This design comes from an exercise in tuning for small area, a short achievable clock period and few clock cycles per item on the open sky130 flow, not from production work. No functional check of the RTL was part of any run shown here. Power figures rest on the tool's default switching activity, not on a simulated workload.

## flow/run.sh

```bash
#!/bin/bash
# synth_recipe.tcl (not shown) runs the flow's synth.tcl, then flattens the netlist and writes it again
# the make line also repeats each setting of config.mk as NAME=value (left out here)
make -C /OpenROAD-flow-scripts/flow DESIGN_CONFIG=/design/flow/config.mk WORK_HOME=/design/flow/orfs CLKGATE_MAP_FILE= SYNTH_SCRIPT=/design/flow/synth_recipe.tcl finish
```

## flow/config.mk

```make
export PLATFORM = sky130hd
export DESIGN_NAME = voltmeter_display_controller_core
export DESIGN_NICKNAME = voltmeter_display_controller_core
export VERILOG_FILES = /design/flow/design.v
export SDC_FILE = /design/flow/constraint.sdc
export NUM_CORES = 4
export LEC_CHECK = 0
export ABC_CLOCK_PERIOD_IN_PS = 2000
export CAP_MARGIN = 20
export CORE_MARGIN = 2
export CORE_UTILIZATION = 40
export SETUP_SLACK_MARGIN = 5
export SLEW_MARGIN = 20
```

## flow/constraint.sdc

```tcl
create_clock -name core_clock -period 8.0 [get_ports {i_clk}]
set_input_delay 1.6000 -clock core_clock [delete_from_list [all_inputs] [get_ports {i_clk}]]
set_output_delay 1.6000 -clock core_clock [all_outputs]
set_load 0.01 [all_outputs]
```

## flow/design.v

```verilog
`default_nettype none
package vdc_pkg;
    localparam int ADC_W      = 10;
    localparam int ACC_W      = 13;    
    localparam int CNT_W      = 3;
    localparam int FUNC_W     = 2;
    localparam int SW_W       = 4;
    localparam int VAL_W      = 7;
    localparam int DUTY_W     = 7;
    localparam int SEG_W      = 8;
    localparam int PERIOD_W   = 16;
    localparam int PL_W       = 10;    
    localparam int OPD_W      = 11;    
    localparam int CFG_IDX_W  = 3;
    localparam int CFG_DATA_W = 16;
    localparam logic [PERIOD_W-1:0] PERIOD_RST = 16'd25000;
    localparam logic [DUTY_W-1:0]   LEVEL0_RST = 7'd3;
    localparam logic [DUTY_W-1:0]   LEVEL1_RST = 7'd15;
    localparam logic [DUTY_W-1:0]   LEVEL2_RST = 7'd40;
    localparam logic [DUTY_W-1:0]   LEVEL3_RST = 7'd90;
    localparam logic [ACC_W-1:0] ACC_BIAS = 13'd120;
    localparam logic [FUNC_W-1:0] FUNC_SAMPLE  = 2'd0;
    localparam logic [FUNC_W-1:0] FUNC_REFRESH = 2'd1;
    localparam logic [FUNC_W-1:0] FUNC_SWITCH  = 2'd2;
    localparam logic [FUNC_W-1:0] FUNC_NONE    = 2'd3;
    function automatic logic [SEG_W-1:0] refresh_seg(input logic t, input logic [VAL_W-1:0] v);
        case ({t, v})
            8'h00: refresh_seg = 8'h77;
            8'h01: refresh_seg = 8'h41;
            8'h02: refresh_seg = 8'h3B;
            8'h03: refresh_seg = 8'h6B;
            8'h04: refresh_seg = 8'h4D;
            8'h05: refresh_seg = 8'h6E;
            8'h06: refresh_seg = 8'h7E;
            8'h07: refresh_seg = 8'h43;
            8'h08: refresh_seg = 8'h7F;
            8'h09: refresh_seg = 8'h6F;
            8'h0A: refresh_seg = 8'h77;
            8'h0B: refresh_seg = 8'h41;
            8'h0C: refresh_seg = 8'h3B;
            8'h0D: refresh_seg = 8'h6B;
            8'h0E: refresh_seg = 8'h4D;
            8'h0F: refresh_seg = 8'h6E;
            8'h10: refresh_seg = 8'h7E;
            8'h11: refresh_seg = 8'h43;
            8'h12: refresh_seg = 8'h7F;
            8'h13: refresh_seg = 8'h6F;
            8'h14: refresh_seg = 8'h77;
            8'h15: refresh_seg = 8'h41;
            8'h16: refresh_seg = 8'h3B;
            8'h17: refresh_seg = 8'h6B;
            8'h18: refresh_seg = 8'h4D;
            8'h19: refresh_seg = 8'h6E;
            8'h1A: refresh_seg = 8'h7E;
            8'h1B: refresh_seg = 8'h43;
            8'h1C: refresh_seg = 8'h7F;
            8'h1D: refresh_seg = 8'h6F;
            8'h1E: refresh_seg = 8'h77;
            8'h1F: refresh_seg = 8'h41;
            8'h20: refresh_seg = 8'h3B;
            8'h21: refresh_seg = 8'h6B;
            8'h22: refresh_seg = 8'h4D;
            8'h23: refresh_seg = 8'h6E;
            8'h24: refresh_seg = 8'h7E;
            8'h25: refresh_seg = 8'h43;
            8'h26: refresh_seg = 8'h7F;
            8'h27: refresh_seg = 8'h6F;
            8'h28: refresh_seg = 8'h77;
            8'h29: refresh_seg = 8'h41;
            8'h2A: refresh_seg = 8'h3B;
            8'h2B: refresh_seg = 8'h6B;
            8'h2C: refresh_seg = 8'h4D;
            8'h2D: refresh_seg = 8'h6E;
            8'h2E: refresh_seg = 8'h7E;
            8'h2F: refresh_seg = 8'h43;
            8'h30: refresh_seg = 8'h7F;
            8'h31: refresh_seg = 8'h6F;
            8'h32: refresh_seg = 8'h77;
            8'h33: refresh_seg = 8'h41;
            8'h34: refresh_seg = 8'h3B;
            8'h35: refresh_seg = 8'h6B;
            8'h36: refresh_seg = 8'h4D;
            8'h37: refresh_seg = 8'h6E;
            8'h38: refresh_seg = 8'h7E;
            8'h39: refresh_seg = 8'h43;
            8'h3A: refresh_seg = 8'h7F;
            8'h3B: refresh_seg = 8'h6F;
            8'h3C: refresh_seg = 8'h77;
            8'h3D: refresh_seg = 8'h41;
            8'h3E: refresh_seg = 8'h3B;
            8'h3F: refresh_seg = 8'h6B;
            8'h40: refresh_seg = 8'h4D;
            8'h41: refresh_seg = 8'h6E;
            8'h42: refresh_seg = 8'h7E;
            8'h43: refresh_seg = 8'h43;
            8'h44: refresh_seg = 8'h7F;
            8'h45: refresh_seg = 8'h6F;
            8'h46: refresh_seg = 8'h77;
            8'h47: refresh_seg = 8'h41;
            8'h48: refresh_seg = 8'h3B;
            8'h49: refresh_seg = 8'h6B;
            8'h4A: refresh_seg = 8'h4D;
            8'h4B: refresh_seg = 8'h6E;
            8'h4C: refresh_seg = 8'h7E;
            8'h4D: refresh_seg = 8'h43;
            8'h4E: refresh_seg = 8'h7F;
            8'h4F: refresh_seg = 8'h6F;
            8'h50: refresh_seg = 8'h77;
            8'h51: refresh_seg = 8'h41;
            8'h52: refresh_seg = 8'h3B;
            8'h53: refresh_seg = 8'h6B;
            8'h54: refresh_seg = 8'h4D;
            8'h55: refresh_seg = 8'h6E;
            8'h56: refresh_seg = 8'h7E;
            8'h57: refresh_seg = 8'h43;
            8'h58: refresh_seg = 8'h7F;
            8'h59: refresh_seg = 8'h6F;
            8'h5A: refresh_seg = 8'h77;
            8'h5B: refresh_seg = 8'h41;
            8'h5C: refresh_seg = 8'h3B;
            8'h5D: refresh_seg = 8'h6B;
            8'h5E: refresh_seg = 8'h4D;
            8'h5F: refresh_seg = 8'h6E;
            8'h60: refresh_seg = 8'h7E;
            8'h61: refresh_seg = 8'h43;
            8'h62: refresh_seg = 8'h7F;
            8'h63: refresh_seg = 8'h6F;
            8'h64: refresh_seg = 8'h77;
            8'h65: refresh_seg = 8'h41;
            8'h66: refresh_seg = 8'h3B;
            8'h67: refresh_seg = 8'h6B;
            8'h68: refresh_seg = 8'h4D;
            8'h69: refresh_seg = 8'h6E;
            8'h6A: refresh_seg = 8'h7E;
            8'h6B: refresh_seg = 8'h43;
            8'h6C: refresh_seg = 8'h7F;
            8'h6D: refresh_seg = 8'h6F;
            8'h6E: refresh_seg = 8'h77;
            8'h6F: refresh_seg = 8'h41;
            8'h70: refresh_seg = 8'h3B;
            8'h71: refresh_seg = 8'h6B;
            8'h72: refresh_seg = 8'h4D;
            8'h73: refresh_seg = 8'h6E;
            8'h74: refresh_seg = 8'h7E;
            8'h75: refresh_seg = 8'h43;
            8'h76: refresh_seg = 8'h7F;
            8'h77: refresh_seg = 8'h6F;
            8'h78: refresh_seg = 8'h77;
            8'h79: refresh_seg = 8'h41;
            8'h7A: refresh_seg = 8'h3B;
            8'h7B: refresh_seg = 8'h6B;
            8'h7C: refresh_seg = 8'h4D;
            8'h7D: refresh_seg = 8'h6E;
            8'h7E: refresh_seg = 8'h7E;
            8'h7F: refresh_seg = 8'h43;
            8'h80: refresh_seg = 8'hF7;
            8'h81: refresh_seg = 8'hF7;
            8'h82: refresh_seg = 8'hF7;
            8'h83: refresh_seg = 8'hF7;
            8'h84: refresh_seg = 8'hF7;
            8'h85: refresh_seg = 8'hF7;
            8'h86: refresh_seg = 8'hF7;
            8'h87: refresh_seg = 8'hF7;
            8'h88: refresh_seg = 8'hF7;
            8'h89: refresh_seg = 8'hF7;
            8'h8A: refresh_seg = 8'hC1;
            8'h8B: refresh_seg = 8'hC1;
            8'h8C: refresh_seg = 8'hC1;
            8'h8D: refresh_seg = 8'hC1;
            8'h8E: refresh_seg = 8'hC1;
            8'h8F: refresh_seg = 8'hC1;
            8'h90: refresh_seg = 8'hC1;
            8'h91: refresh_seg = 8'hC1;
            8'h92: refresh_seg = 8'hC1;
            8'h93: refresh_seg = 8'hC1;
            8'h94: refresh_seg = 8'hBB;
            8'h95: refresh_seg = 8'hBB;
            8'h96: refresh_seg = 8'hBB;
            8'h97: refresh_seg = 8'hBB;
            8'h98: refresh_seg = 8'hBB;
            8'h99: refresh_seg = 8'hBB;
            8'h9A: refresh_seg = 8'hBB;
            8'h9B: refresh_seg = 8'hBB;
            8'h9C: refresh_seg = 8'hBB;
            8'h9D: refresh_seg = 8'hBB;
            8'h9E: refresh_seg = 8'hEB;
            8'h9F: refresh_seg = 8'hEB;
            8'hA0: refresh_seg = 8'hEB;
            8'hA1: refresh_seg = 8'hEB;
            8'hA2: refresh_seg = 8'hEB;
            8'hA3: refresh_seg = 8'hEB;
            8'hA4: refresh_seg = 8'hEB;
            8'hA5: refresh_seg = 8'hEB;
            8'hA6: refresh_seg = 8'hEB;
            8'hA7: refresh_seg = 8'hEB;
            8'hA8: refresh_seg = 8'hCD;
            8'hA9: refresh_seg = 8'hCD;
            8'hAA: refresh_seg = 8'hCD;
            8'hAB: refresh_seg = 8'hCD;
            8'hAC: refresh_seg = 8'hCD;
            8'hAD: refresh_seg = 8'hCD;
            8'hAE: refresh_seg = 8'hCD;
            8'hAF: refresh_seg = 8'hCD;
            8'hB0: refresh_seg = 8'hCD;
            8'hB1: refresh_seg = 8'hCD;
            8'hB2: refresh_seg = 8'hEE;
            8'hB3: refresh_seg = 8'hEE;
            8'hB4: refresh_seg = 8'hEE;
            8'hB5: refresh_seg = 8'hEE;
            8'hB6: refresh_seg = 8'hEE;
            8'hB7: refresh_seg = 8'hEE;
            8'hB8: refresh_seg = 8'hEE;
            8'hB9: refresh_seg = 8'hEE;
            8'hBA: refresh_seg = 8'hEE;
            8'hBB: refresh_seg = 8'hEE;
            8'hBC: refresh_seg = 8'hFE;
            8'hBD: refresh_seg = 8'hFE;
            8'hBE: refresh_seg = 8'hFE;
            8'hBF: refresh_seg = 8'hFE;
            8'hC0: refresh_seg = 8'hFE;
            8'hC1: refresh_seg = 8'hFE;
            8'hC2: refresh_seg = 8'hFE;
            8'hC3: refresh_seg = 8'hFE;
            8'hC4: refresh_seg = 8'hFE;
            8'hC5: refresh_seg = 8'hFE;
            8'hC6: refresh_seg = 8'hC3;
            8'hC7: refresh_seg = 8'hC3;
            8'hC8: refresh_seg = 8'hC3;
            8'hC9: refresh_seg = 8'hC3;
            8'hCA: refresh_seg = 8'hC3;
            8'hCB: refresh_seg = 8'hC3;
            8'hCC: refresh_seg = 8'hC3;
            8'hCD: refresh_seg = 8'hC3;
            8'hCE: refresh_seg = 8'hC3;
            8'hCF: refresh_seg = 8'hC3;
            8'hD0: refresh_seg = 8'hFF;
            8'hD1: refresh_seg = 8'hFF;
            8'hD2: refresh_seg = 8'hFF;
            8'hD3: refresh_seg = 8'hFF;
            8'hD4: refresh_seg = 8'hFF;
            8'hD5: refresh_seg = 8'hFF;
            8'hD6: refresh_seg = 8'hFF;
            8'hD7: refresh_seg = 8'hFF;
            8'hD8: refresh_seg = 8'hFF;
            8'hD9: refresh_seg = 8'hFF;
            8'hDA: refresh_seg = 8'hEF;
            8'hDB: refresh_seg = 8'hEF;
            8'hDC: refresh_seg = 8'hEF;
            8'hDD: refresh_seg = 8'hEF;
            8'hDE: refresh_seg = 8'hEF;
            8'hDF: refresh_seg = 8'hEF;
            8'hE0: refresh_seg = 8'hEF;
            8'hE1: refresh_seg = 8'hEF;
            8'hE2: refresh_seg = 8'hEF;
            8'hE3: refresh_seg = 8'hEF;
            8'hE4: refresh_seg = 8'hDF;
            8'hE5: refresh_seg = 8'hDF;
            8'hE6: refresh_seg = 8'hDF;
            8'hE7: refresh_seg = 8'hDF;
            8'hE8: refresh_seg = 8'hDF;
            8'hE9: refresh_seg = 8'hDF;
            8'hEA: refresh_seg = 8'hDF;
            8'hEB: refresh_seg = 8'hDF;
            8'hEC: refresh_seg = 8'hDF;
            8'hED: refresh_seg = 8'hDF;
            8'hEE: refresh_seg = 8'hFC;
            8'hEF: refresh_seg = 8'hFC;
            8'hF0: refresh_seg = 8'hFC;
            8'hF1: refresh_seg = 8'hFC;
            8'hF2: refresh_seg = 8'hFC;
            8'hF3: refresh_seg = 8'hFC;
            8'hF4: refresh_seg = 8'hFC;
            8'hF5: refresh_seg = 8'hFC;
            8'hF6: refresh_seg = 8'hFC;
            8'hF7: refresh_seg = 8'hFC;
            8'hF8: refresh_seg = 8'hB6;
            8'hF9: refresh_seg = 8'hB6;
            8'hFA: refresh_seg = 8'hB6;
            8'hFB: refresh_seg = 8'hB6;
            8'hFC: refresh_seg = 8'hB6;
            8'hFD: refresh_seg = 8'hB6;
            8'hFE: refresh_seg = 8'hB6;
            8'hFF: refresh_seg = 8'hB6;             
            default: refresh_seg = 8'h00;
        endcase
    endfunction
endpackage
`default_nettype wire
`default_nettype none
import vdc_pkg::*;
module vdc_cfg (
    input  wire logic                    i_clk,
    input  wire logic                    i_rst_n,
    input  wire logic                    i_cfg_we,
    input  wire logic [CFG_IDX_W-1:0]    i_cfg_idx,
    input  wire logic [CFG_DATA_W-1:0]   i_cfg_data,
    input  wire logic                    i_rotate,
    output      logic [PERIOD_W-1:0]     o_period,
    output      logic [4*DUTY_W-1:0]     o_levels
);
    logic [PERIOD_W-1:0] r_period;
    logic [DUTY_W-1:0]   r_level0, r_level1, r_level2, r_level3;
    always_ff @(posedge i_clk) begin
        if (!i_rst_n) begin
            r_period <= PERIOD_RST;
            r_level0 <= LEVEL0_RST;
            r_level1 <= LEVEL1_RST;
            r_level2 <= LEVEL2_RST;
            r_level3 <= LEVEL3_RST;
        end else begin
            if (i_cfg_we && i_cfg_idx == 3'd0) r_period <= i_cfg_data;
            else if (i_rotate)                 r_period <= {r_period[PERIOD_W-2:0], r_period[PERIOD_W-1]};
            if (i_cfg_we && i_cfg_idx == 3'd1) r_level0 <= i_cfg_data[DUTY_W-1:0];
            if (i_cfg_we && i_cfg_idx == 3'd2) r_level1 <= i_cfg_data[DUTY_W-1:0];
            if (i_cfg_we && i_cfg_idx == 3'd3) r_level2 <= i_cfg_data[DUTY_W-1:0];
            if (i_cfg_we && i_cfg_idx == 3'd4) r_level3 <= i_cfg_data[DUTY_W-1:0];
        end
    end
    assign o_period = r_period;
    assign o_levels = {r_level3, r_level2, r_level1, r_level0};
endmodule
`default_nettype wire
`default_nettype none
import vdc_pkg::*;
module vdc_state (
    input  wire logic                 i_clk,
    input  wire logic                 i_rst_n,
    input  wire logic                 i_load,
    input  wire logic [FUNC_W-1:0]    i_func,
    input  wire logic [PL_W-1:0]      i_pl,
    output      logic [FUNC_W-1:0]    o_op,
    output      logic [OPD_W-1:0]     o_opd
);
    logic [ACC_W-1:0]  r_acc;      
    logic [CNT_W-1:0]  r_count;
    logic              r_volt;     
    logic [FUNC_W-1:0] r_op;
    logic [OPD_W-1:0]  r_opd;
    logic [ACC_W:0]    w_acc_sum;
    logic              w_sample, w_last;
    assign w_acc_sum = (ACC_W+1)'(r_acc) + (ACC_W+1)'(i_pl);
    assign w_sample  = (i_func == FUNC_SAMPLE) && r_volt;
    assign w_last    = (r_count == 3'd7);
    always_ff @(posedge i_clk) begin
        if (!i_rst_n) begin
            r_acc   <= ACC_BIAS;
            r_count <= '0;
            r_volt  <= 1'b1;
        end else if (i_load) begin
            if (w_sample) begin
                r_acc   <= w_last ? ACC_BIAS : w_acc_sum[ACC_W-1:0];
                r_count <= r_count + 3'd1;
            end
            if (i_func == FUNC_SWITCH && i_pl[9:8] != 2'd3)
                r_volt <= (i_pl[9:8] == 2'd0);
        end
    end
    always_ff @(posedge i_clk) begin
        if (i_load) begin
            if (i_func == FUNC_SAMPLE) begin
                r_op  <= (w_sample && w_last) ? FUNC_SAMPLE : FUNC_NONE;
                r_opd <= w_acc_sum[ACC_W:3];
            end else begin
                r_op  <= i_func;
                r_opd <= OPD_W'(i_pl);
            end
        end
    end
    assign o_op  = r_op;
    assign o_opd = r_opd;
endmodule
`default_nettype wire
`default_nettype none
import vdc_pkg::*;
module vdc_out (
    input  wire logic                 i_clk,
    input  wire logic                 i_rst_n,
    input  wire logic                 i_load,
    input  wire logic [FUNC_W-1:0]    i_op,
    input  wire logic [OPD_W-1:0]     i_opd,
    input  wire logic                 i_period_we,   
    input  wire logic [PERIOD_W-1:0]  i_period,
    output      logic                 o_busy,
    output      logic [SEG_W-1:0]     o_seg,
    output      logic [DUTY_W-1:0]    o_duty,
    output      logic [VAL_W-1:0]     o_value,
    output      logic [PERIOD_W-1:0]  o_compare
);
    logic [VAL_W-1:0]  r_value;
    logic              r_toggle;
    logic [DUTY_W-1:0] r_duty;
    logic [SEG_W-1:0]  r_seg;      
    logic [PERIOD_W:0] r_q;
    logic [PERIOD_W-1:0] r_qp;
    logic [6:0]        r_rem;
    logic [5:0]        w_a;
    logic [4:0]        w_b;
    logic              w_ge1;
    logic [VAL_W-1:0]  w_avg_val;
    assign w_a       = i_opd[10:5];
    assign w_b       = i_opd[4:0];
    assign w_ge1     = w_a[5] || (w_b >= ~w_a[4:0]);
    assign w_avg_val = (w_a == 6'd31 && w_b == 5'd31) ? 7'd33 : VAL_W'(w_a) + VAL_W'(w_ge1);
    logic [1:0]        w_mode;
    logic [DUTY_W-1:0] w_lv;
    logic              w_lv_zero, w_lv_full;
    assign w_mode    = i_opd[9:8];
    assign w_lv      = i_opd[DUTY_W-1:0];
    assign w_lv_zero = (w_lv == 7'd0);
    assign w_lv_full = (w_lv >= 7'd100);
    logic w_sw, w_set0, w_setp, w_start;
    assign w_sw    = i_load && (i_op == FUNC_SWITCH);
    assign w_set0  = w_sw && (w_mode == 2'd0 || (w_mode == 2'd2 && w_lv_zero));
    assign w_setp  = w_sw && (w_mode == 2'd1 || (w_mode == 2'd2 && w_lv_full));
    assign w_start = i_period_we || (w_sw && w_mode == 2'd2 && !w_lv_zero && !w_lv_full);
    always_ff @(posedge i_clk) begin
        if (!i_rst_n) begin
            r_value  <= '0;
            r_toggle <= 1'b0;
            r_duty   <= '0;
            r_seg    <= '0;
        end else if (i_load) begin
            case (i_op)
                FUNC_SAMPLE: r_value <= w_avg_val;
                FUNC_REFRESH: begin
                    r_toggle <= !r_toggle;
                    r_seg    <= vdc_pkg::refresh_seg(r_toggle, r_value);
                end
                FUNC_SWITCH: case (w_mode)
                    2'd0: r_duty <= 7'd0;
                    2'd1: r_duty <= 7'd100;
                    2'd2: begin
                        r_duty  <= w_lv_full ? 7'd100 : w_lv;
                        r_value <= w_lv;
                    end
                    default: ;
                endcase
                default: ;
            endcase
        end
    end
    logic [8:0] w_t;
    logic [1:0] w_k;
    logic [8:0] w_rem;
    assign o_busy = !r_q[PERIOD_W];
    assign w_t    = {1'b0, r_rem, 1'b0} + (i_period[PERIOD_W-1] ? {2'b00, r_duty} : 9'd0);
    always_comb begin
        if (w_t >= 9'd200) begin
            w_k   = 2'd2;
            w_rem = w_t - 9'd200;
        end else if (w_t >= 9'd100) begin
            w_k   = 2'd1;
            w_rem = w_t - 9'd100;
        end else begin
            w_k   = 2'd0;
            w_rem = w_t;
        end
    end
    always_ff @(posedge i_clk) begin
        if (!i_rst_n) begin
            r_q <= {1'b1, {PERIOD_W{1'b0}}};
        end else if (w_start) begin
            r_q <= {{PERIOD_W{1'b0}}, 1'b1};
        end else if (w_set0) begin
            r_q <= {1'b1, {PERIOD_W{1'b0}}};
        end else if (w_setp) begin
            r_q <= {1'b1, i_period};
        end else if (o_busy) begin
            r_q <= (w_k == 2'd2) ? {r_qp, 1'b0} : {r_q[PERIOD_W-1:0], w_k[0]};
        end
    end
    always_ff @(posedge i_clk) begin
        if (w_start) begin
            r_qp  <= 16'd2;
            r_rem <= '0;
        end else if (o_busy) begin
            r_qp  <= (w_k == 2'd0) ? {r_q[PERIOD_W-2:0], 1'b1} : {r_qp[PERIOD_W-2:0], w_k[1]};
            r_rem <= w_rem[6:0];
        end
    end
    assign o_seg     = r_seg;
    assign o_duty    = r_duty;
    assign o_value   = r_value;
    assign o_compare = r_q[PERIOD_W-1:0];
endmodule
`default_nettype wire
`default_nettype none
import vdc_pkg::*;
module voltmeter_display_controller_core (
    input  wire logic                           i_clk,
    input  wire logic                           i_rst_n,
    input  wire logic                           i_cfg_we,
    input  wire logic [vdc_pkg::CFG_IDX_W-1:0]  i_cfg_idx,
    input  wire logic [vdc_pkg::CFG_DATA_W-1:0] i_cfg_data,
    input  wire logic                           i_in_valid,
    output      logic                           o_in_ready,
    input  wire logic [vdc_pkg::FUNC_W-1:0]     i_in_func,
    input  wire logic [9:0]                     i_in_sample,
    input  wire logic [vdc_pkg::SW_W-1:0]       i_in_switches,
    output      logic                           o_out_valid,
    input  wire logic                           i_out_ready,
    output      logic [vdc_pkg::SEG_W-1:0]      o_out_segments,
    output      logic                           o_out_digit_high,
    output      logic [vdc_pkg::DUTY_W-1:0]     o_out_duty_percent,
    output      logic [vdc_pkg::PERIOD_W-1:0]   o_out_compare_count,
    output      logic [vdc_pkg::VAL_W-1:0]      o_out_shown_value
);
    logic [PERIOD_W-1:0]  w_period;
    logic [4*DUTY_W-1:0]  w_levels;
    logic                 w_busy;
    logic                 r_m_valid, r_k_valid, r_p_valid, r_s_pend;
    logic                 w_take, w_adv1, w_adv2;
    assign o_out_valid = r_s_pend && !w_busy;
    assign w_adv2      = r_p_valid && !w_busy && (!r_s_pend || i_out_ready);
    assign w_adv1      = r_m_valid && (!r_p_valid || w_adv2);
    assign o_in_ready  = !r_k_valid;
    assign w_take      = i_in_valid && !r_k_valid;
    always_ff @(posedge i_clk) begin
        if (!i_rst_n) begin
            r_m_valid <= 1'b0;
            r_k_valid <= 1'b0;
            r_p_valid <= 1'b0;
            r_s_pend  <= 1'b0;
        end else begin
            if (w_adv1) begin
                r_m_valid <= r_k_valid || w_take;
                r_k_valid <= 1'b0;
            end else if (w_take) begin
                r_m_valid <= 1'b1;
                r_k_valid <= r_m_valid;
            end
            if (w_adv1)      r_p_valid <= 1'b1;
            else if (w_adv2) r_p_valid <= 1'b0;
            if (w_adv2)                          r_s_pend <= 1'b1;
            else if (o_out_valid && i_out_ready) r_s_pend <= 1'b0;
        end
    end
    logic [FUNC_W-1:0]    r_m_func,  r_k_func;
    logic [PL_W-1:0]      r_m_pl,    r_k_pl;
    logic [PL_W-1:0]      w_in_pl;
    logic [DUTY_W-1:0]    w_in_lv;
    assign w_in_lv = w_levels[i_in_switches[3:2]*DUTY_W +: DUTY_W];
    assign w_in_pl = (i_in_func == FUNC_SWITCH) ? {i_in_switches[1:0], 1'b0, w_in_lv}
                                                : i_in_sample;
    always_ff @(posedge i_clk) begin
        if (w_adv1 ? !r_k_valid : !r_m_valid) begin
            r_m_func <= i_in_func;
            r_m_pl   <= w_in_pl;
        end else if (w_adv1) begin
            r_m_func <= r_k_func;
            r_m_pl   <= r_k_pl;
        end
        if (!r_k_valid) begin
            r_k_func <= i_in_func;
            r_k_pl   <= w_in_pl;
        end
    end
    logic w_period_we;
    assign w_period_we = i_cfg_we && (i_cfg_idx == 3'd0);
    vdc_cfg u_cfg (
        .i_clk      (i_clk),
        .i_rst_n    (i_rst_n),
        .i_cfg_we   (i_cfg_we),
        .i_cfg_idx  (i_cfg_idx),
        .i_cfg_data (i_cfg_data),
        .i_rotate   (w_busy),
        .o_period   (w_period),
        .o_levels   (w_levels)
    );
    logic [FUNC_W-1:0]   w_op;
    logic [OPD_W-1:0]    w_opd;
    logic [SEG_W-1:0]    w_seg;
    logic [DUTY_W-1:0]   w_duty;
    logic [VAL_W-1:0]    w_value;
    logic [PERIOD_W-1:0] w_compare;
    vdc_state u_state (
        .i_clk      (i_clk),
        .i_rst_n    (i_rst_n),
        .i_load     (w_adv1),
        .i_func     (r_m_func),
        .i_pl       (r_m_pl),
        .o_op       (w_op),
        .o_opd      (w_opd)
    );
    vdc_out u_out (
        .i_clk       (i_clk),
        .i_rst_n     (i_rst_n),
        .i_load      (w_adv2),
        .i_op        (w_op),
        .i_opd       (w_opd),
        .i_period_we (w_period_we),
        .i_period    (w_period),
        .o_busy      (w_busy),
        .o_seg       (w_seg),
        .o_duty      (w_duty),
        .o_value     (w_value),
        .o_compare   (w_compare)
    );
    assign o_out_segments      = w_seg;
    assign o_out_digit_high    = w_seg[SEG_W-1];
    assign o_out_duty_percent  = w_duty;
    assign o_out_compare_count = w_compare;
    assign o_out_shown_value   = w_value;
endmodule
`default_nettype wire
```

==> flow_metrics.env, run 1 <==
export IMPL_slew_viol_final=0
export IMPL_worstSetupStartpointType="flip-flop"
export IMPL_cts_root_buffer="clkbuf_16"
export IMPL_gp_congestion=0.812
export IMPL_seq_power_share_pct=40.0
export IMPL_io_pins=81
export IMPL_cts_max_level=4
export IMPL_worstHoldPathType="reg -> reg"
export IMPL_layout_nets=1314
export IMPL_dieArea_sq_um=25900
export IMPL_setup_violations=0
export IMPL_p_int_mw=1.72
export IMPL_cpPeakStageDelay_ps=410
export IMPL_via_count=8750
export IMPL_ys_ff_latch=165
export IMPL_antenna_left=0
export IMPL_grt_pass1_wl_microns=43200
export IMPL_fin_crit_sh_pct=37.9
export IMPL_yosysUniqueCellTypes=74
export IMPL_yosys_warnings=4
export IMPL_first_pass_iters=5
export IMPL_fin_crit_ps=3040
export IMPL_postSynthAreaPerCell_sq_um=8.46
export IMPL_power_density_nw_per_um2=202
export IMPL_status="complete, no violations"
export IMPL_clk_pin_slew_ps=60
export IMPL_wl_per_cell_microns=17.3
export IMPL_p_sw_mw=0.763
export IMPL_tns_ps=0
export IMPL_ys_flop_type="dfxtp_1"
export IMPL_first_iter_violations=756
export IMPL_syn_instance_count=1165
export IMPL_critical_path_slowest_cell="fa_2"
export IMPL_cts_tree="done"
export IMPL_final_hold_viol_count=0
export IMPL_clock_path_buffers=2
export IMPL_vias_per_cell=5.58
export IMPL_worst_pin_slew_ps=724
export IMPL_final_fill_count=2262
export IMPL_insertion_delay_ps=430
export IMPL_combPwrFrac_pct=28.2
export IMPL_rsz0062_at_grt="yes"
export IMPL_fmax_mhz=329
export IMPL_cts_buffers=17
export IMPL_io_buffers=80
export IMPL_maxCapViolCount=0
export IMPL_coreArea_sq_um=24200
export IMPL_grt_ovfl_total=0
export IMPL_setup_slack_ps=4960
export IMPL_switching_share_pct=30.8
export IMPL_crit_required_ps=8310
export IMPL_die_h_microns=161
export IMPL_numClockSinks=165
export IMPL_fp_dieW_microns=161
export IMPL_cp_max_fo=8
export IMPL_drive_gt1_share_pct=17.0
export IMPL_place_ws_ps=3590
export IMPL_critPathArrivalTime_ps=3350
export IMPL_vdd_drop_max_mv=0.126
export IMPL_end_kind="flip-flop"
export IMPL_wl_microns=27100
export IMPL_multiInputGateArea_sq_um=6040
export IMPL_dp_hpwl_microns=17000
export IMPL_initial_core_util_pct=40.7
export IMPL_netlist_area_sq_um=9860
export IMPL_remaining_drc_errors=0
export IMPL_rows=57
export IMPL_area_growth_pct=24.5
export IMPL_clock_power_share_pct=31.8
export IMPL_syn_nets=1247
export IMPL_async_flop_share_pct=0
export IMPL_synth_seq_area_share_pct=37.3
export IMPL_critical_path_cell_chain="and2_4 -> ha_4 -> fa_2 -> xor2_4 -> inv_2 -> ha_2 -> nand2_1 -> nand2_2 -> o211ai_1 -> and2_4 -> buf_12 -> mux2_2 -> nand2_1 -> a21oi_1"
export IMPL_crit_type="reg -> reg"
export IMPL_slew_headroom_pct=51.6
export IMPL_synth_edff_count=37
export IMPL_p_leak_nw=4.85
export IMPL_grt_pass1_vias=8181
export IMPL_regArea_sq_um=3710
export IMPL_post_route_util_pct=50.6
export IMPL_grt_max_degree=40
export IMPL_diodes=0
export IMPL_antenna_found_initial=0
export IMPL_total_power_mw=2.48
export IMPL_grt_use_total_pct=20.5
export IMPL_skew_ps=7.93
[metal layers]
metal  GRT usage, %  wire, microns  vias to the layer above
li1               -              -                     4328
met1           29.8          13200                     4170
met2           32.0          12300                      226
met3           3.11           1230                       26
met4           5.40            276                        0
met5              0              0                        -
[metrics by stage]
step,area [sq um],instances,hold slack [ps]
after floorplan,9990,1165,433
after global placement,10800,1487,439
after detailed placement,10800,1487,445
after CTS,12000,1555,454
after global routing,12300,1568,477
final,12300,1568,451
[path summary, 6_finish.rpt]
path	depth (start not counted)	from	endpoint	slack (ps)
setup / recovery	14	u_cfg.r_period[15]	u_out.r_qp[6]	4960
hold / removal	2	u_out.r_seg[5]	u_out.r_seg[5]	450
setup reg to reg	14	u_cfg.r_period[15]	u_out.r_qp[6]	4960
hold reg to reg	2	u_out.r_seg[5]	u_out.r_seg[5]	450
[cell type report]
class,instances,share of cell area [%]
Timing Repair Buffer,135,11.5
Sequential cell,165,30.2
Tap cell,324,3.30
Inverter,30,1.11
Multi-Input combinational cell,883,49.2
Clock inverter,8,0.510
Clock buffer,23,4.16
[synth_stat cells, drive strengths merged, types with 3 or more instances]
cell	n	area share (%)
nand2	175	6.7
dfxtp	128	26
a21oi	89	4.6
nor2	88	3.4
o21ai	83	4.3
clkbuf	63	2.4
mux2i	46	4.7
ha	40	5.1
edfxtp	37	11
a211oi	35	2.7
nand3	34	1.7
mux2	32	3.7
and2	30	1.9
buf	28	2.1
a22oi	25	1.9
inv	24	0.91
nor3	23	1.2
nor2b	17	1.2
o211ai	15	1.1
xnor2	11	0.98
xor2	11	0.98
o22ai	10	0.63
nand2b	9	0.57
a21o	7	0.53
a31oi	7	0.44
mux4	7	1.6
and3	6	0.38
clkinv	6	0.23
o221ai	6	0.53
or2	6	0.38
nor4	5	0.32
a21boi	4	0.30
a221oi	4	0.53
a311oi	4	0.36
nand3b	4	0.30
o311ai	4	0.36
or3	4	0.25
a311o	3	0.30
nand4b	3	0.27
o211a	3	0.30
o21bai	3	0.23
[logic make-up (layout without fill, tap and decap cells)]
kind of cell	Yosys count	after routing	share of synthesized area [%]
AND/OR/NAND/NOR	408	409	18.8
adder cells (fa/ha/maj)	42	42	5.48
multiplexers	85	85	9.96
flip-flops	165	165	37.3
buffers and inverters	121	196	5.60
AO/OA/AOI/OAI	322	325	20.9
XOR/XNOR	22	22	1.95
[worst max-delay path: cells and delay by family, from the launching register on]
kind            cells  cell delay [ps]
xor+xnor            1              260
compound gates      2              290
simple gates        5              680
fa+ha+maj           3              760
flops               1              370
buf+inv             2              250
mux                 1              320
[cells in the final DEF (no fill, tap or decap), types with 33 or more instances in the layout]
master and n:
a21oi_1 87, buf_4 37, clkdlybuf4s50_1 61, dfxtp_1 109, edfxtp_1 37, mux2i_1 42, nand2_1 173, nand3_1 33
nor2_1 81, o21ai_0 69
[registers in the layout, summed over array words and instances, names as in the netlist, 2 cells and up]
signal,count
u_cfg.r_level3,7
u_state.r_count,3
u_state.r_acc,13
u_out.r_qp,16
r_m_pl,10
u_out.r_rem,7
u_out.r_seg,8
u_state.r_op,2
u_out.r_value,7
u_state.r_opd,11
u_out.r_duty,7
u_cfg.r_period,16
u_out.r_q,17
u_cfg.r_level0,7
r_k_func,2
u_cfg.r_level2,7
r_m_func,2
r_k_pl,10
u_cfg.r_level1,7
[power groups by stage]
| stage | sequential (mW) | clock (mW) | combinational, mW |
|---|---|---|---|
| global route | 0.999 | 0.838 | 0.760 |
| finish | 0.992 | 0.789 | 0.701 |
| global placement | 1.01 | 0 | 0.513 |
| CTS | 0.989 | 0.802 | 0.628 |
| floorplan | 0.983 | 0 | 0.422 |
| detailed placement | 1.01 | 0 | 0.518 |
[repair_timing]
action                     in CTS  in global routing
gates cloned                    7                  1
hold buffers                    0                  0
setup endpoints to repair     118                 57
resized for setup              87                 45
pin swaps                      23                 23
buffers inserted               30                 12
==> run 2: changes to the inputs <==
--- a/flow/config.mk
+++ b/flow/config.mk
@@ -12,2 +12,3 @@
 export SETUP_SLACK_MARGIN = 5
 export SLEW_MARGIN = 20
+export TNS_END_PERCENT = 20
==> run 2 against run 1 <==
  * Register-to-register slack is essentially flat
  * Non-clock buffer count shrank 9
  * Sequential power is essentially flat
  * Cell area shrank 0.33%
  * Sequential share of layout area is essentially flat
  * Clock-buffer cell count shrank 2
  * Hold slack lost 0.63 ps
  * Critical endpoint is now o_out_shown_value[6]
  * Fmax shrank 2.6%
  * Utilization shrank 0.17 points
  * Area after synthesis is the same
==> flow_metrics.env, run 2 <==
export IMPL_r2r_end="u_out.r_q[9]"
export IMPL_combPwrFrac_pct=28.2
export IMPL_ys_top_cells_by_count="nand2_1, dfxtp_1, a21oi_1"
export IMPL_cts_tree="done"
export IMPL_synth_edff_count=37
export IMPL_worstSetupStartpointType="flip-flop"
export IMPL_drive_gt1_share_pct=15.8
export IMPL_antenna_left=0
export IMPL_io_buffers=80
export IMPL_dp_hpwl_microns=16600
export IMPL_cts_buffers=17
export IMPL_vias_per_cell=5.60
export IMPL_synth_seq_area_share_pct=37.3
export IMPL_first_iter_violations=800
export IMPL_grt_ovfl_total=0
export IMPL_netlist_area_sq_um=9860
export IMPL_wl_per_cell_microns=17.1
export IMPL_wl_met3_microns=1350
export IMPL_grt_max_degree=38
export IMPL_status="complete, no violations"
export IMPL_worstHoldPathType="reg -> reg"
export IMPL_wl_microns=26700
export IMPL_fin_crit_sh_pct=38.9
export IMPL_crit_end="o_out_shown_value[6]"
export IMPL_area_growth_pct=24.1
export IMPL_grt_pass1_wl_microns=42900
export IMPL_startpoint="u_out.r_value[6]"
export IMPL_initial_core_util_pct=40.7
export IMPL_rows=57
export IMPL_async_flop_share_pct=0
export IMPL_crit_buf_inv=1
export IMPL_ys_flop_type="dfxtp_1"
export IMPL_critical_path_slowest_cell="clkdlybuf4s50_1"
export IMPL_via_count=8732
export IMPL_cp_max_fo=23
export IMPL_vdd_drop_max_mv=0.144
export IMPL_gp_congestion=0.824
export IMPL_layout_common_cells="nand2_1, dfxtp_1, a21oi_1, nor2_1, clkdlybuf4s50_1"
export IMPL_postSynthAreaPerCell_sq_um=8.46
export IMPL_ff2ff_setup_slack_ps=4950
export IMPL_rr_worst_depth=13
export IMPL_diodes=0
export IMPL_yosysUniqueCellTypes=74
export IMPL_syn_instance_count=1165
export IMPL_grt_use_total_pct=20.2
export IMPL_skew_ps=13.0
export IMPL_highest_layer="met4"
export IMPL_dieArea_sq_um=25900
export IMPL_clock_power_share_pct=31.9
export IMPL_end_kind="output port"
export IMPL_largestRegisters="u_out.r_q: 17 flops, u_cfg.r_period: 16 flops, u_out.r_qp: 16 flops"
export IMPL_clock_path_buffers=2
export IMPL_maxCapViolCount=0
export IMPL_coreArea_sq_um=24200
export IMPL_largest_reg_flops=17
export IMPL_fmax_mhz=321
export IMPL_path_depth=1
export IMPL_final_hold_viol_count=0
export IMPL_synth_top_area_share_pct=26.0
export IMPL_remaining_drc_errors=0
export IMPL_rsz0062_at_grt="yes"
export IMPL_synthTopCellsByArea="dfxtp_1, edfxtp_1, nand2_1"
export IMPL_top_register="u_out.r_q"
export IMPL_worst_pin_slew_ps=675
export IMPL_crit_required_ps=6400
export IMPL_final_common_cell="nand2_1"
export IMPL_total_power_mw=2.48
export IMPL_ys_ff_latch=165
export IMPL_p_int_mw=1.70
export IMPL_synth_most_common_cell="nand2_1"
export IMPL_fp_dieW_microns=161
export IMPL_yosys_warnings=4
export IMPL_cts_root_buffer="clkbuf_16"
export IMPL_cts_max_level=4
export IMPL_slew_headroom_pct=54.8
export IMPL_tns_ps=0
export IMPL_io_pins=81
export IMPL_layout_nets=1304
export IMPL_insertion_delay_ps=430
export IMPL_numClockSinks=165
export IMPL_crit_type="reg -> out"
export IMPL_drt_met1_wl_microns=12700
export IMPL_fin_crit_ps=3120
export IMPL_clk_pin_slew_ps=60
export IMPL_first_pass_iters=5
export IMPL_synth_top_cell_by_area="dfxtp_1"
export IMPL_critical_path_cell_chain="clkdlybuf4s50_1"
export IMPL_setup_violations=0
export IMPL_seq_power_share_pct=39.9
export IMPL_critPathTopFamily="buffers and inverters"
export IMPL_cpPeakStageDelay_ps=590
export IMPL_power_density_nw_per_um2=203
export IMPL_critPathArrivalTime_ps=1520
export IMPL_syn_nets=1247
export IMPL_p_leak_nw=4.69
export IMPL_slew_viol_final=0
export IMPL_grt_pass1_vias=8211
export IMPL_dr_wl_met2_microns=12300
export IMPL_die_h_microns=161
export IMPL_switching_share_pct=31.6
export IMPL_r2r_start="u_cfg.r_period[15]"
export IMPL_p_sw_mw=0.785
export IMPL_antenna_found_initial=0
run 2: changes by cell type in the layout (fill, tap and decap cells not counted), moves of 4 or more:
cell,change
dfxtp_2,-8
clkdlybuf4s50_1,+15
dlymetal6s2s_1,-5
dfxtp_1,+9
dlygate4sd2_1,-10
clkinv_4,+4
buf_4,-12
run 2: timing repair:
action,4_1_cts,5_1_grt
setup buffers,21,8
pin swaps,15,31
hold buffers,0,0
gates resized for setup,81,47
cloned,6,2
endpoints found under the setup margin,118,80
run 2: cell families (layout without fill, tap and decap cells):
logic type | count (synthesis) | count (layout) | synth area share [%]
simple gates | 408 | 408 | 18.8
buf+inv | 121 | 188 | 5.60
flops | 165 | 165 | 37.3
xor+xnor | 22 | 22 | 1.95
mux | 85 | 85 | 9.96
compound gates | 322 | 325 | 20.9
fa+ha+maj | 42 | 42 | 5.48
run 2: layout make-up:
| cell class | count | area, sq um |
|---|---|---|
| clock inverter | 11 | 90.1 |
| fill | 2251 | 12000 |
| clock buffer | 21 | 482 |
| tap | 324 | 405 |
| inverter | 30 | 138 |
| timing repair buffer | 126 | 1390 |
| multi-input combinational | 882 | 6030 |
| sequential | 165 | 3700 |
run 2: layer usage:
| layer | GRT usage (%) | vias to the layer above |
|---|---|---|
| li1 | - | 4303 |
| met1 | 28.6 | 4155 |
| met2 | 32.1 | 246 |
| met3 | 3.31 | 28 |
| met4 | 5.52 | 0 |
| met5 | 0 | - |
run 2: power groups by stage:
stage,registers (mW),logic [mW],clock network [mW]
floorplan,0.982,0.409,0
global placement,1.01,0.496,0
detailed placement,1.01,0.504,0
CTS,0.986,0.623,0.808
global route,0.998,0.755,0.842
finish,0.991,0.701,0.792
run 2: through the flow:
| step | utilization [%] | std cells | area, sq um | worst slack, ps | hold WS (ps) |
|---|---|---|---|---|---|
| after global routing | 50.5 | 1559 | 12200 | 4820 | 471 |
| after global placement | 44.4 | 1489 | 10800 | 3720 | 440 |
| after detailed placement | 44.4 | 1490 | 10800 | 3680 | 445 |
| after floorplan | - | 1165 | 9920 | 4850 | 433 |
| final | 50.5 | 1559 | 12200 | 4880 | 451 |
| after CTS | 49.3 | 1549 | 12000 | 4860 | 454 |
run 2: worst min-delay path by stage:
stage / to / start / cells after the start
3_5_place_dp: u_out.r_seg[5] / u_out.r_seg[5] / 2
3_3_place_gp: u_out.r_seg[0] / u_out.r_seg[0] / 2
2_1_floorplan: u_cfg.r_level2[0] / u_cfg.r_level2[0] / 2
4_1_cts: u_out.r_seg[5] / u_out.r_seg[5] / 2
6_report: u_out.r_seg[0] / u_out.r_seg[0] / 2
5_1_grt: u_out.r_seg[5] / u_out.r_seg[5] / 2
==> run 3: changes to the inputs <==
--- a/flow/config.mk
+++ b/flow/config.mk
@@ -12,3 +12,3 @@
 export SETUP_SLACK_MARGIN = 5
 export SLEW_MARGIN = 20
-export TNS_END_PERCENT = 20
+export TNS_END_PERCENT = 0
==> run 3 against run 2 <==
  * Still clean on timing, DRC and antenna
  * Routed wire length shrank 2.2%
  * Non-clock buffer count decreased by 1
  * Sequential power barely moved
  * Die area stayed put
  * Sequential share of layout area grew 0.37 points
  * Via count fell by 0.46%
  * Combinational power fell by 5.4%
  * Setup slack worse by 21 ps
  * Critical path depth rose by 1
  * Utilization shrank 0.63 points
  * Hold slack got worse by 2.5 ps
  * Critical path type unchanged
  * Largest cell class unchanged
==> flow_metrics.env, run 3 <==
export IMPL_grt_pass1_vias=8029
export IMPL_io_pins=81
export IMPL_tns_ps=0
export IMPL_diodes=0
export IMPL_combPwrFrac_pct=26.9
export IMPL_syn_instance_count=1165
export IMPL_final_common_cell="nand2_1"
export IMPL_wl_per_cell_microns=16.7
export IMPL_numClockSinks=165
export IMPL_maxCapViolCount=0
export IMPL_drive_gt1_share_pct=14.1
export IMPL_final_hold_viol_count=0
export IMPL_crit_required_ps=6400
export IMPL_largest_reg_flops=17
export IMPL_worstSetupStartpointType="flip-flop"
export IMPL_slew_headroom_pct=50.0
export IMPL_layout_nets=1304
export IMPL_crit_type="reg -> out"
export IMPL_synthSimpleGateAreaFrac_pct=18.8
export IMPL_wl_microns=26100
export IMPL_synth_compound_area_share_pct=20.9
export IMPL_synth_mux_area_share_pct=9.96
export IMPL_vias_per_cell=5.58
export IMPL_largestRegisters="u_out.r_q: 17 flops, u_cfg.r_period: 16 flops, u_out.r_qp: 16 flops"
export IMPL_grt_pass1_wl_microns=41900
export IMPL_critPathArrivalTime_ps=1540
export IMPL_layout_common_cells="nand2_1, dfxtp_1, a21oi_1, nor2_1"
export IMPL_dr_wl_met2_microns=12000
export IMPL_clk_pin_slew_ps=60
export IMPL_fin_hold_ws_ps=448
export IMPL_insertion_delay_ps=430
export IMPL_synth_top_cell_by_area="dfxtp_1"
export IMPL_cts_buffers=17
export IMPL_p_int_mw=1.71
export IMPL_skew_ps=12.2
export IMPL_antenna_found_initial=0
export IMPL_syn_nets=1247
export IMPL_synth_xor_area_share_pct=1.95
export IMPL_remaining_drc_errors=0
export IMPL_async_flop_share_pct=0
export IMPL_final_fill_count=2309
export IMPL_synthAdderAreaFrac_pct=5.48
export IMPL_first_pass_iters=7
export IMPL_die_h_microns=161
export IMPL_worstHoldPathType="reg -> reg"
export IMPL_netlist_area_sq_um=9860
export IMPL_clock_power_share_pct=33.1
export IMPL_highest_layer="met4"
export IMPL_dp_hpwl_microns=16600
export IMPL_antenna_left=0
export IMPL_cts_max_level=4
export IMPL_gp_congestion=0.858
export IMPL_fin_crit_ps=3140
export IMPL_critical_path_cell_chain="and2_1 -> clkdlybuf4s50_1"
export IMPL_top_register="u_out.r_q"
export IMPL_synthTopCellsByArea="dfxtp_1, edfxtp_1, nand2_1"
export IMPL_dp_cells=1490
export IMPL_ys_flop_type="dfxtp_1"
export IMPL_slew_viol_final=0
export IMPL_postSynthAreaPerCell_sq_um=8.46
export IMPL_synth_top_family_by_area="compound AO/OA/AOI/OAI gates"
export IMPL_initial_core_util_pct=40.7
export IMPL_end_kind="output port"
export IMPL_setup_violations=0
export IMPL_rsz0062_at_grt="yes"
export IMPL_p_sw_mw=0.755
export IMPL_cts_tree="done"
export IMPL_wl_met3_microns=1310
export IMPL_dieArea_sq_um=25900
export IMPL_fp_dieW_microns=161
export IMPL_switching_share_pct=30.6
export IMPL_fmax_mhz=319
export IMPL_cts_root_buffer="clkbuf_16"
export IMPL_status="complete, no violations"
export IMPL_synth_most_common_cell="nand2_1"
export IMPL_grt_max_degree=51
export IMPL_coreArea_sq_um=24200
export IMPL_ys_ff_latch=165
export IMPL_via_count=8692
export IMPL_fin_crit_sh_pct=39.2
export IMPL_ys_top_cells_by_count="nand2_1, dfxtp_1, a21oi_1"
export IMPL_seq_power_share_pct=40.1
export IMPL_synth_edff_count=37
export IMPL_synth_top_area_share_pct=26.0
export IMPL_first_iter_violations=747
export IMPL_cpPeakStageDelay_ps=530
export IMPL_vdd_drop_max_mv=0.135
export IMPL_io_buffers=80
export IMPL_yosys_warnings=4
export IMPL_cp_max_fo=10
export IMPL_clock_path_buffers=2
export IMPL_worst_pin_slew_ps=749
export IMPL_rows=57
export IMPL_synth_seq_area_share_pct=37.3
export IMPL_yosysUniqueCellTypes=74
export IMPL_final_cells=1558
export IMPL_p_leak_nw=4.65
export IMPL_critical_path_slowest_cell="clkdlybuf4s50_1"
export IMPL_power_density_nw_per_um2=204
export IMPL_area_growth_pct=22.6
export IMPL_grt_use_total_pct=19.8
export IMPL_cts_hold_buffers=0
export IMPL_grt_ovfl_total=0
export IMPL_drt_met1_wl_microns=12500
run 3: logic make-up (layout without fill, tap and decap cells):
group / count (synthesis) / count (layout)
mux: 85 / 85
buf+inv: 121 / 186
fa+ha+maj: 42 / 42
compound gates: 322 / 325
flops: 165 / 165
simple gates: 408 / 409
xor+xnor: 22 / 22
run 3: power by group through the flow:
| stage | Clock (mW) | Sequential, mW | Combinational [mW] |
|---|---|---|---|
| finish | 0.817 | 0.990 | 0.663 |
| global route | 0.870 | 0.999 | 0.725 |
| CTS | 0.830 | 0.988 | 0.612 |
| detailed placement | 0 | 1.01 | 0.506 |
| global placement | 0 | 1.01 | 0.500 |
| floorplan | 0 | 0.982 | 0.409 |
run 3: final timing paths:
| kind | startpoint | endpoint | slack [ps] | cells past startpoint |
|---|---|---|---|---|
| max | u_out.r_q[16] | o_out_valid | 4860 | 2 |
| min reg2reg | u_out.r_seg[0] | u_out.r_seg[0] | 450 | 2 |
| max reg2reg | u_cfg.r_period[15] | u_out.r_q[0] | 4890 | 15 |
| min | u_out.r_seg[0] | u_out.r_seg[0] | 450 | 2 |
run 3: cell type report:
type	count	area (sq um)	share of cell area (%)
Tap cell	324	405	3.36
Inverter	30	128	1.06
Clock inverter	11	111	0.922
Sequential cell	165	3690	30.6
Clock buffer	20	478	3.96
Multi-Input combinational cell	883	5950	49.3
Timing Repair Buffer	125	1310	10.9
run 3: per-layer routing:
| metal | up-vias | GRT usage, % |
|---|---|---|
| met4 | 0 | 4.87 |
| met5 | - | 0 |
| met3 | 25 | 3.26 |
| li1 | 4322 | - |
| met1 | 4101 | 28.5 |
| met2 | 244 | 31.0 |
run 3: repair_timing:
item,CTS,global route
gates cloned,3,4
setup buffers,20,10
pin swaps,8,15
resized for setup,50,33
setup endpoints to repair,119,83
run 3: stage by stage:
stage / power [mW] / instance area [sq um] / util [%] / worst slack (ps)
2_1_floorplan: 1.39 / 9920 / - / 4850
3_3_place_gp: 1.51 / 10800 / 44.4 / 3690
3_5_place_dp: 1.51 / 10800 / 44.4 / 3580
4_1_cts: 2.43 / 11800 / 48.5 / 4790
5_1_grt: 2.59 / 12100 / 49.8 / 4770
6_report: 2.47 / 12100 / 49.8 / 4860
run 3: critical path, delay by kind of cell, from the launching register on:
kind                   cells  cell delay [ps]
DFF                        1              430
and+or+nand+nor            1              140
buffers and inverters      1              530
==> run 4: changes to the inputs <==
--- a/flow/config.mk
+++ b/flow/config.mk
@@ -6,9 +6,8 @@
 export NUM_CORES = 4
 export LEC_CHECK = 0
-export ABC_CLOCK_PERIOD_IN_PS = 2000
+export ABC_CLOCK_PERIOD_IN_PS = 3000
 export CAP_MARGIN = 20
 export CORE_MARGIN = 2
 export CORE_UTILIZATION = 40
-export SETUP_SLACK_MARGIN = 5
+export SETUP_SLACK_MARGIN = 4.5
 export SLEW_MARGIN = 20
-export TNS_END_PERCENT = 0
==> run 4 against run 3 <==
  * Sequential cell count is the same
  * Sequential power is essentially flat
  * Area after synthesis is the same
  * Still clean on timing, DRC and antenna
  * Non-clock buffer count shrank 29
==> flow_metrics.env, run 4 <==
export IMPL_gp_congestion=0.831
export IMPL_via_count=8437
export IMPL_syn_instance_count=1165
export IMPL_fin_crit_ps=3430
export IMPL_syn_nets=1247
export IMPL_synth_seq_area_share_pct=37.3
export IMPL_dpl_cell_area_sq_um=10700
export IMPL_final_fill_count=2386
export IMPL_clock_path_buffers=2
export IMPL_fmax_mhz=292
export IMPL_grt_ovfl_total=0
export IMPL_synthTopCellsByArea="dfxtp_1, edfxtp_1, nand2_1"
export IMPL_critical_path_slowest_cell="dfxtp_4"
export IMPL_p_leak_nw=4.46
export IMPL_skew_ps=12.9
export IMPL_first_pass_iters=5
export IMPL_fin_crit_sh_pct=42.9
export IMPL_dp_hpwl_microns=16500
export IMPL_status="complete, no violations"
export IMPL_grt_use_total_pct=19.3
export IMPL_critPathTopFamily="flip-flops"
export IMPL_largest_reg_flops=17
export IMPL_antenna_left=0
export IMPL_cts_tree="done"
export IMPL_numClockSinks=165
export IMPL_dp_cells=1488
export IMPL_final_common_cell="nand2_1"
export IMPL_cts_max_level=4
export IMPL_ys_top_cells_by_count="nand2_1, dfxtp_1, a21oi_1"
export IMPL_yosysUniqueCellTypes=74
export IMPL_total_power_mw=2.39
export IMPL_grt_max_degree=51
export IMPL_remaining_drc_errors=0
export IMPL_postSynthAreaPerCell_sq_um=8.46
export IMPL_rows=57
export IMPL_critical_path_cell_chain="and2_1 -> clkdlybuf4s50_1"
export IMPL_worst_pin_slew_ps=957
export IMPL_synth_most_common_cell="nand2_1"
export IMPL_critPathArrivalTime_ps=1830
export IMPL_synth_top_cell_by_area="dfxtp_1"
export IMPL_slew_headroom_pct=35.8
export IMPL_layout_nets=1273
export IMPL_synth_top_area_share_pct=26.0
export IMPL_io_buffers=80
export IMPL_drive_gt1_share_pct=9.88
export IMPL_grt_pass1_wl_microns=41000
export IMPL_cts_root_buffer="clkbuf_16"
export IMPL_grt_pass1_vias=7878
export IMPL_slew_viol_final=0
export IMPL_clk_pin_slew_ps=60
export IMPL_initial_core_util_pct=40.7
export IMPL_final_hold_viol_count=0
export IMPL_antenna_found_initial=0
export IMPL_worstSetupStartpointType="flip-flop"
export IMPL_async_flop_share_pct=0
export IMPL_largestRegisters="u_out.r_q: 17 flops, u_cfg.r_period: 16 flops, u_out.r_qp: 16 flops"
export IMPL_power_density_nw_per_um2=207
export IMPL_top_register="u_out.r_q"
export IMPL_ys_flop_type="dfxtp_1"
export IMPL_crit_required_ps=6400
export IMPL_cp_max_fo=26
export IMPL_io_pins=81
export IMPL_coreArea_sq_um=24200
export IMPL_worstHoldPathType="reg -> reg"
export IMPL_vias_per_cell=5.52
export IMPL_tns_ps=0
export IMPL_ys_ff_latch=165
export IMPL_fp_dieW_microns=161
export IMPL_crit_buf_inv=1
export IMPL_rsz0062_at_grt="yes"
export IMPL_crit_type="reg -> out"
export IMPL_diodes=0
export IMPL_setup_slack_ps=4570
export IMPL_fin_area_sq_um=11500
export IMPL_cpPeakStageDelay_ps=620
export IMPL_fin_hold_ws_ps=450
export IMPL_final_cells=1528
export IMPL_cts_buffers=17
export IMPL_die_h_microns=161
export IMPL_netlist_area_sq_um=9860
export IMPL_maxCapViolCount=0
export IMPL_end_kind="output port"
export IMPL_insertion_delay_ps=430
export IMPL_wl_per_cell_microns=16.3
export IMPL_post_route_util_pct=47.6
export IMPL_layout_common_cells="nand2_1, dfxtp_1, a21oi_1, nor2_1, clkdlybuf4s50_1"
export IMPL_dieArea_sq_um=25900
export IMPL_synth_edff_count=37
export IMPL_first_iter_violations=727
export IMPL_wl_microns=24800
export IMPL_place_ws_ps=3350
export IMPL_yosys_warnings=4
export IMPL_setup_violations=0
export IMPL_area_growth_pct=17.0
export IMPL_vdd_drop_max_mv=0.131
-- run 4: path summary, 6_finish.rpt --
check / to / cells past startpoint / slack, ps / from
worst max-delay path: o_out_valid / 2 / 4570 / u_out.r_q[16]
worst min-delay path: u_out.r_seg[0] / 2 / 450 / u_out.r_seg[0]
worst min register to register: u_out.r_seg[0] / 2 / 450 / u_out.r_seg[0]
worst max register to register: u_out.r_rem[6] / 12 / 4640 / u_cfg.r_period[15]
-- run 4: per-layer routing --
| metal | wire [microns] | part of all wire (%) | global-route usage (%) |
|---|---|---|---|
| met1 | 12100 | 49 | 27.5 |
| met2 | 11200 | 45 | 30.0 |
| met3 | 1300 | 5.2 | 3.80 |
| met4 | 272 | 1.1 | 4.71 |
| met5 | 0 | 0 | 0 |
-- run 4: tightest hold or removal path, stage by stage (launching register included) --
cell and delay [ps]:
dfxtp_1 310, nand2_1 50, a21oi_1 50
-- run 4: cell type report --
type                       instances  area, sq um  share of cell area (%)
tap                              324          405                    3.52
inverter                          30          119                    1.03
timing repair buffer              96          953                    8.27
clock buffer                      22          484                    4.20
multi-input combinational        881         5770                    50.0
sequential                       165         3680                    31.9
clock inverter                    10          119                    1.03
-- run 4: cell families after synthesis --
group,Yosys count,synth area share (%)
AND/OR/NAND/NOR,408,18.8
AO/OA/AOI/OAI,322,20.9
flip-flops,165,37.3
buffers and inverters,121,5.60
multiplexers,85,9.96
adder cells (fa/ha/maj),42,5.48
XOR/XNOR,22,1.95
-- run 4: report_power, final --
| part | internal [mW] | switching, mW | total, mW |
|---|---|---|---|
| combinational | 0.255 | 0.309 | 0.563 |
| sequential | 0.926 | 0.0637 | 0.990 |
| clock | 0.497 | 0.341 | 0.838 |
-- run 4: timing repair --
action / CTS / global route
endpoints found under the setup margin: 48 / 34
endpoints found under the hold margin: 0 / 0
buffers inserted: 3 / 3
pin swaps: 1 / 2
hold buffers: 0 / 0
gates resized for setup: 14 / 17
gates cloned: 1 / 1
==> run 5: changes to the inputs <==
--- a/flow/config.mk
+++ b/flow/config.mk
@@ -6,8 +6,11 @@
 export NUM_CORES = 4
 export LEC_CHECK = 0
-export ABC_CLOCK_PERIOD_IN_PS = 3000
+export ABC_CLOCK_PERIOD_IN_PS = 2000
 export CAP_MARGIN = 20
 export CORE_MARGIN = 2
 export CORE_UTILIZATION = 40
-export SETUP_SLACK_MARGIN = 4.5
+export CTS_BUF_LIST = sky130_fd_sc_hd__clkbuf_4 sky130_fd_sc_hd__clkbuf_8
+export CTS_CLUSTER_DIAMETER = 60
+export CTS_CLUSTER_SIZE = 40
+export SETUP_SLACK_MARGIN = 5
 export SLEW_MARGIN = 20
==> run 5 against run 4 <==
  * Still clean on timing, DRC and antenna
  * Power down 3.4%
  * Clock power down 27%
  * Hold slack better by 4.9 ps
  * Sequential cell count unchanged
  * Register-to-register slack better by 330 ps
  * Cell area up 5.3%
  * Via count up 4.8%
  * Sequential power about the same
  * Clock-buffer cell count down 1
  * Synthesized cell count unchanged
  * Critical path type is now reg -> reg
  * Largest power group unchanged
  * Highest routed layer unchanged
==> flow_metrics.env, run 5 <==
export IMPL_io_pins=81
export IMPL_p_leak_nw=5.04
export IMPL_vias_per_cell=5.64
export IMPL_top_register="u_out.r_q"
export IMPL_fmax_mhz=330
export IMPL_cts_tree="done"
export IMPL_power_density_nw_per_um2=190
export IMPL_ys_flop_type="dfxtp_1"
export IMPL_worstHoldPathCells=2
export IMPL_io_buffers=80
export IMPL_dieArea_sq_um=25900
export IMPL_synth_top_cell_by_area="dfxtp_1"
export IMPL_cts_hold_buffers=0
export IMPL_antenna_left=0
export IMPL_first_iter_violations=841
export IMPL_via_count=8838
export IMPL_place_ws_ps=3590
export IMPL_skew_ps=13.3
export IMPL_grt_pass1_wl_microns=43000
export IMPL_final_hold_viol_count=0
export IMPL_cts_root_buffer="clkbuf_8"
export IMPL_cp_max_fo=6
export IMPL_layout_nets=1314
export IMPL_yosysUniqueCellTypes=74
export IMPL_insertion_delay_ps=450
export IMPL_syn_instance_count=1165
export IMPL_async_flop_share_pct=0
export IMPL_first_pass_iters=6
export IMPL_netlist_area_sq_um=9860
export IMPL_crit_required_ps=8350
export IMPL_slew_headroom_pct=52.1
export IMPL_rsz0062_at_grt="yes"
export IMPL_syn_nets=1247
export IMPL_gp_congestion=0.812
export IMPL_slew_viol_final=0
export IMPL_antenna_found_initial=0
export IMPL_end_kind="flip-flop"
export IMPL_total_power_mw=2.31
export IMPL_fin_crit_ps=3030
export IMPL_synth_most_common_cell="nand2_1"
export IMPL_dp_hpwl_microns=17000
export IMPL_post_route_util_pct=50.1
export IMPL_rr_worst_depth=14
export IMPL_wl_microns=27100
export IMPL_dp_cells=1487
export IMPL_clock_path_buffers=2
export IMPL_diodes=0
export IMPL_initial_core_util_pct=40.7
export IMPL_grt_max_degree=40
export IMPL_worst_pin_slew_ps=715
export IMPL_fin_crit_sh_pct=37.8
export IMPL_final_common_cell="nand2_1"
export IMPL_setup_violations=0
export IMPL_final_fill_count=2282
export IMPL_fp_dieW_microns=161
export IMPL_yosys_warnings=4
export IMPL_crit_type="reg -> reg"
export IMPL_tns_ps=0
export IMPL_rows=57
export IMPL_coreArea_sq_um=24200
export IMPL_largestRegisters="u_out.r_q: 17 flops, u_cfg.r_period: 16 flops, u_out.r_qp: 16 flops"
export IMPL_remaining_drc_errors=0
export IMPL_ys_ff_latch=165
export IMPL_cts_buffers=17
export IMPL_multiInputGateArea_sq_um=6080
export IMPL_worstSetupStartpointType="flip-flop"
export IMPL_area_growth_pct=23.2
export IMPL_regArea_sq_um=3710
export IMPL_synth_edff_count=37
export IMPL_synth_top_area_share_pct=26.0
export IMPL_postSynthAreaPerCell_sq_um=8.46
export IMPL_synthTopCellsByArea="dfxtp_1, edfxtp_1, nand2_1"
export IMPL_final_cells=1568
export IMPL_synth_seq_area_share_pct=37.3
export IMPL_vdd_drop_max_mv=0.150
export IMPL_clk_pin_slew_ps=90
export IMPL_maxCapViolCount=0
export IMPL_largest_reg_flops=17
export IMPL_numClockSinks=165
export IMPL_drive_gt1_share_pct=17.5
export IMPL_die_h_microns=161
export IMPL_ys_top_cells_by_count="nand2_1, dfxtp_1, a21oi_1"
export IMPL_wl_per_cell_microns=17.3
export IMPL_worstHoldPathType="reg -> reg"
export IMPL_grt_pass1_vias=8178
export IMPL_grt_use_total_pct=20.4
export IMPL_layout_common_cells="nand2_1, dfxtp_1, a21oi_1, nor2_1, o21ai_0"
export IMPL_critPathArrivalTime_ps=3370
export IMPL_cts_max_level=4
export IMPL_status="complete, no violations"
export IMPL_grt_ovfl_total=0
export IMPL_setup_slack_ps=4970
==> run 5: cell counts after synthesis <==
Identical to the previous run, type by type.
==> run 5: kinds of logic after synthesis <==
| kind of cell | after synthesis | synth area share [%] |
|---|---|---|
| compound gates | 322 | 20.9 |
| xor+xnor | 22 | 1.95 |
| fa+ha+maj | 42 | 5.48 |
| buf+inv | 121 | 5.60 |
| flops | 165 | 37.3 |
| mux | 85 | 9.96 |
| simple gates | 408 | 18.8 |
==> run 5: through the flow <==
step / hold slack (ps) / area, sq um
global placement: 439 / 10800
floorplan: 433 / 9990
detailed placement: 445 / 10800
CTS: 458 / 11800
global route: 481 / 12100
finish: 455 / 12100
==> run 5: power breakdown <==
part	switching [mW]	total (mW)	leakage (nW)	internal, mW
combinational	0.371	0.707	3.41	0.336
sequential	0.0662	0.991	1.43	0.925
clock	0.309	0.612	0.201	0.303
==> run 5: layout make-up <==
| class | count | share of cell area (%) |
|---|---|---|
| multi-input combinational | 883 | 50.0 |
| clock buffer | 21 | 2.28 |
| timing repair buffer | 135 | 11.7 |
| tap | 324 | 3.34 |
| inverter | 30 | 1.10 |
| clock inverter | 10 | 1.01 |
| sequential | 165 | 30.6 |
==> run 5: what timing repair did <==
action	4_1_cts	5_1_grt
resized for setup	107	56
pin swaps	26	27
endpoints found under the setup margin	111	62
setup buffers	31	11
gates cloned	6	2
==> run 5: routing by layer <==
layer	routed length, microns	GRT usage [%]
met2	12300	31.4
met3	1580	3.70
met5	0	0
met1	12800	29.5
met4	434	5.80
==> run 5: path summary, 6_finish.rpt <==
path / from / endpoint / slack [ps]
worst max-delay path: u_cfg.r_period[15] / u_out.r_rem[5] / 4970
worst min-delay path: u_out.r_seg[5] / u_out.r_seg[5] / 450
worst max register to register: u_cfg.r_period[15] / u_out.r_rem[5] / 4970
worst min register to register: u_out.r_seg[5] / u_out.r_seg[5] / 450
==> run 5: critical path, cell delays in order (launching register included) <==
cell	delay [ps]
dfxtp_4	380
buf_6	130
and2_4	150
ha_4	230
or2_4	260
a21oi_2	170
or2_4	180
ha_4	180
inv_4	50
o311ai_4	270
buf_4	160
a22o_4	230
mux2i_2	250
mux2i_1	200
o21ai_1	80

afterwards: timing with drivers on the ports:
Ports are ideal in the flow. The routed layouts listed here were re-timed in OpenROAD.
Step 1 assumes that a clkbuf_16 drives the clock port and a buf_2 every other input.
Step 2 adds t to the input delays and takes it off the output delays; t is the mean of the earliest and latest rising clock arrival at the registers after step 1. Input paths then give back, and output paths get back, about the clock's delay inside the block.
Slacks: no drivers / after step 1 / after step 2; pairs: no drivers / after step 1.
| run | shift t [ns] | slack for setup (ns) | hold WS [ns] | worst data-port slew with drivers (ns) | cell pins on the clock port's net |
|---|---|---|---|---|---|
| run 1 | 0.468 | 4.965 / 4.965 / 4.625 | 0.451 / 0.451 / 0.451 | 0.05 | 1 |
| run 2 | 0.468 | 4.885 / 4.840 / 4.572 | 0.451 / 0.451 / 0.451 | 0.04 | 1 |
| run 3 | 0.468 | 4.864 / 4.821 / 4.440 | 0.448 / 0.448 / 0.448 | 0.04 | 1 |
| run 4 | 0.470 | 4.570 / 4.524 / 4.160 | 0.450 / 0.450 / 0.450 | 0.04 | 1 |
| run 5 | 0.487 | 4.974 / 4.974 / 4.622 | 0.455 / 0.455 / 0.455 | 0.05 | 1 |
After both steps every run listed still meets setup and hold. The setup slack of run 3, which loses most, moves by -0.043 ns with the drivers and by -0.424 ns with both steps.
